This is an optimization exercise on Yosys and OpenROAD, whose aim is small area, a short achievable clock period and few clock cycles per item, not a production implementation.
Only simulation tests tie the RTL to the original design; equivalence was not proved.

## main
Design sprite_pixel_alpha_blend, start of the top module:
module sprite_pixel_alpha_blend (
  input  logic              clk,
  input  logic              rst,
  input  logic              item_valid,
  output logic              item_ready,
  input  logic [31:0]       src_pixel,
  input  logic [31:0]       dst_pixel,
  output logic              result_valid,
  input  logic              result_ready,
  output logic [31:0]       out_pixel,
  output logic              write_enable,
  input  logic              psel,
  input  logic              penable,
  input  logic              pwrite,
  input  logic [2:0]        paddr,
  input  logic [31:0]       pwdata,
  output logic [31:0]       prdata,
  output logic              pready
);
Size: about 5900 cells after synthesis, ~170 I/O pins.
Settings: LEC_CHECK=0, CAP_MARGIN=20, CORE_MARGIN=2, CORE_UTILIZATION=60, CTS_BUF_LIST=sky130_fd_sc_hd__clkbuf_8, SLEW_MARGIN=20; clock period 17.0 ns.
standard.sh (not shown) runs the stock make flow with config.mk's settings and CLKGATE_MAP_FILE= SYNTH_SCRIPT=/design/flow/synth_recipe.tcl, a recipe that flattens the netlist after the stock synthesis.
==> flow/flow/run.sh <==
#!/bin/bash
# The standard layout, with two changes to how it is made (the SDC is unchanged):
# - timing repair aims below the clock period: repair_timing keeps working until every path
#   has SETUP_SLACK_MARGIN ns of slack;
# - the port buffers that the standard flow puts on every input and output are plain buffers
#   rather than the delay cells buffer_ports picks on its own.
set -euo pipefail
bash standard.sh SETUP_SLACK_MARGIN=${MARGIN:-9.6} \
  "BUFFER_PORTS_ARGS=-buffer_cell sky130_fd_sc_hd__buf_1" finish > standard_flow.log 2>&1
Testbench counts of main, summed over its fixed seeds: cycles 11,440, items 11,200.
Inputs modified between main and the feature branch:
Settings: CTS_BUF_LIST changed from sky130_fd_sc_hd__clkbuf_8 to sky130_fd_sc_hd__clkbuf_4; PLACE_DENSITY newly set to 0.72.
==> comparison <==
- Higher clock period minus final worst setup slack was reported by the feature branch, not main.
- Looking only at met2 routed wirelength, and setting everything else aside, the lower value of the feature branch and main goes to the feature branch.
- As far as period utilization is concerned, main and the feature branch perform about the same.
- The feature branch reports a higher placer congestion estimate than main does.
- [compare] base=main new=the feature branch: post-cts sizing count went down 0.86%; fraction of area in multi-input gates level.
- Going from main to the feature branch, the pin count of the biggest net entering global routing was found to have gone down by 1.5%.

* * *

== v3 ==
sprite_pixel_alpha_blend again, from the RTL that the note above started with.
clock: 17.0 ns
lec_check: 0
cap_margin: 20
core_margin: 2
core_utilization: 60
cts_buf_list: sky130_fd_sc_hd__clkbuf_4
slew_margin: 20
==> flow/flow/run.sh <==
#!/bin/bash
# The standard layout, with two changes to how it is made (the SDC is unchanged):
# - timing repair aims below the clock period: repair_timing keeps working until every path
#   has SETUP_SLACK_MARGIN ns of slack;
# - the port buffers that the standard flow puts on every input and output are plain buffers
#   rather than the delay cells buffer_ports picks on its own.
set -euo pipefail
bash standard.sh SETUP_SLACK_MARGIN=${MARGIN:-9.8} \
  "BUFFER_PORTS_ARGS=-buffer_cell sky130_fd_sc_hd__buf_1" finish > standard_flow.log 2>&1
Looking at the reports, v3 completed the entire flow and the layout it produced met the timing, DRC and antenna checks.
Testbench counts of v3, summed over its fixed seeds: cycles 11,440, items 11,200.
Input changes introduced in v55 (baseline for comparison: v3):
diff --git a/flow/flow/run.sh b/flow/flow/run.sh
--- a/flow/flow/run.sh
+++ b/flow/flow/run.sh
@@ -8 +8 @@
-bash standard.sh SETUP_SLACK_MARGIN=${MARGIN:-9.8} \
+bash standard.sh SETUP_SLACK_MARGIN=${MARGIN:-9.6} \
## What came out
The final layout from v55, which completed every stage, passed the timing, DRC and antenna checks at the end of the flow.
~same multi-input combinational cell count in v55 and v3
v3 -> v55: final sequential cell count flat
Compared to v3, v55 has clock skew 0.019 ns lower.
Comparing v55 and v3, the higher period utilization is on v55.
As far as inverter count of the layout excluding clock inverters is concerned, v3 and v55 perform about the same.
Higher fraction of layout cells with a size suffix above 1 was reported by v3, not v55.
Against v3 as the reference, v55 delivers a lower antenna diode count.
Aggregate routed wire length of v55 falls short of that of v3 by a few percent.
> inputs changed (v55 -> v59)
diff --git a/flow/config.mk b/flow/config.mk
--- a/flow/config.mk
+++ b/flow/config.mk
@@ -10 +10 @@
-export CORE_UTILIZATION = 60
+export CORE_UTILIZATION = 50
==> results.txt <==
- In summary, v59 completed successfully, with a layout that passed the timing, DRC and antenna checks.
- v59 against v55: global placement routability congestion now sits higher; register-to-register setup slack saw a decrease.
> inputs changed (v59 -> v19)
diff --git a/flow/flow/run.sh b/flow/flow/run.sh
--- a/flow/flow/run.sh
+++ b/flow/flow/run.sh
@@ -8 +8 @@
-bash standard.sh SETUP_SLACK_MARGIN=${MARGIN:-9.6} \
+bash standard.sh SETUP_SLACK_MARGIN=${MARGIN:-9.4} \
diff --git a/flow/config.mk b/flow/config.mk
--- a/flow/config.mk
+++ b/flow/config.mk
@@ -10 +10 @@
-export CORE_UTILIZATION = 50
+export CORE_UTILIZATION = 60
Results
Going from v59 to v19, die width shrinks by 28 um. Initial cell density of the core in v19 vs v59: up 10 points. Higher die area goes to v59 over v19. STATUS minimum setup slack in the final design: v19 loses against v59. Compared with v59, v19 shows a lower fill cell total of the finished layout. | met2 wire length | v59 vs v19 | ≈ equal |.

* * *

blue:
Another version of the RTL of sprite_pixel_alpha_blend (not shown whole).
Size in the first run: about 5800 cells after synthesis.
clock: 17.0 ns
lec_check: 0
cap_margin: 20
core_margin: 2
core_utilization: 60
slew_margin: 20
==> flow/flow/run.sh <==
#!/bin/bash
# The standard layout, with timing repair aiming below the clock period: repair_timing keeps
# working until every path has SETUP_SLACK_MARGIN ns of slack. The SDC is unchanged.
set -euo pipefail
bash standard.sh SETUP_SLACK_MARGIN=${MARGIN:-9.6} finish > standard_flow.log 2>&1
Testbench counts of blue, summed over its fixed seeds: cycles 11,440, items 11,200.
The following lists how orange was set up differently from blue:
- putting ABC_AREA at 1 where nothing was set
- swapping 60 for 40 in CORE_UTILIZATION
-- flow/flow/run.sh --
<<< blue, line 4
set -euo pipefail
bash standard.sh SETUP_SLACK_MARGIN=${MARGIN:-9.6} finish > standard_flow.log 2>&1
>>> orange, line 4
set -euo pipefail
bash standard.sh SETUP_SLACK_MARGIN=${MARGIN:-9.8} finish > standard_flow.log 2>&1
==> comparison <==
Between orange and blue, it is orange whose placeable core region is higher, by 67%.
orange vs. blue: worst setup skew after layout went up by 0.034 ns.
orange vs. blue: utilization lower; number of buffers inserted during clock tree synthesis higher; sequential share of the synthesized area lower; worst slew margin relative to its limit higher; fraction of area in non-clock buffers lower.
A leading cell type in the layout, fill and taps excluded of ha_1 is what blue shows, while nand2_1 belongs to orange.
As far as final-report hold violation count goes, blue and orange are indistinguishable; the numbers are identical.

static timing again, ports no longer ideal:
No port has a modelled driver above. Below, the same layouts with a new extraction and two added sets of constraints. Step 1 sets driving cells, clkbuf_16 on the clock port and buf_2 on the other inputs (assumed; they add their load-dependent delay and slew). Step 2, shift: input delay + t, output delay - t, t = (earliest + latest rising clock arrival at the registers) / 2. This alone moves slack from input paths to output paths. a / b / c = ideal / step 1 / step 2; a / b = the first two.
run	shift t [ns]	slack for setup (ns)	worst hold slack (ns)	clock arrival spread, ns	worst register clock-pin slew, ns
main	0.784	9.630 / 9.562 / 9.055	0.314 / 0.314 / 0.314	0.039 / 0.040	0.07 / 0.07
the feature branch	1.087	9.623 / 9.556 / 8.990	0.299 / 0.299 / 0.299	0.118 / 0.118	0.11 / 0.11
v3	1.088	9.664 / 9.604 / 9.099	0.297 / 0.297 / 0.297	0.090 / 0.091	0.08 / 0.08
v55	1.136	9.630 / 9.558 / 9.027	0.319 / 0.319 / 0.319	0.071 / 0.071	0.08 / 0.08
v59	1.111	9.625 / 9.562 / 9.142	0.291 / 0.291 / 0.291	0.088 / 0.087	0.08 / 0.08
v19	1.077	9.445 / 9.423 / 9.056	0.262 / 0.262 / 0.262	0.084 / 0.085	0.07 / 0.07
blue	0.708	9.618 / 9.485 / 9.093	0.413 / 0.413 / 0.413	0.031 / 0.031	0.07 / 0.07
orange	0.753	9.759 / 9.631 / 9.203	0.384 / 0.384 / 0.384	0.063 / 0.064	0.07 / 0.07
After both steps every run listed still meets setup and hold. The setup slack of the feature branch, which loses most, moves by -0.067 ns with the drivers and by -0.633 ns with both steps.
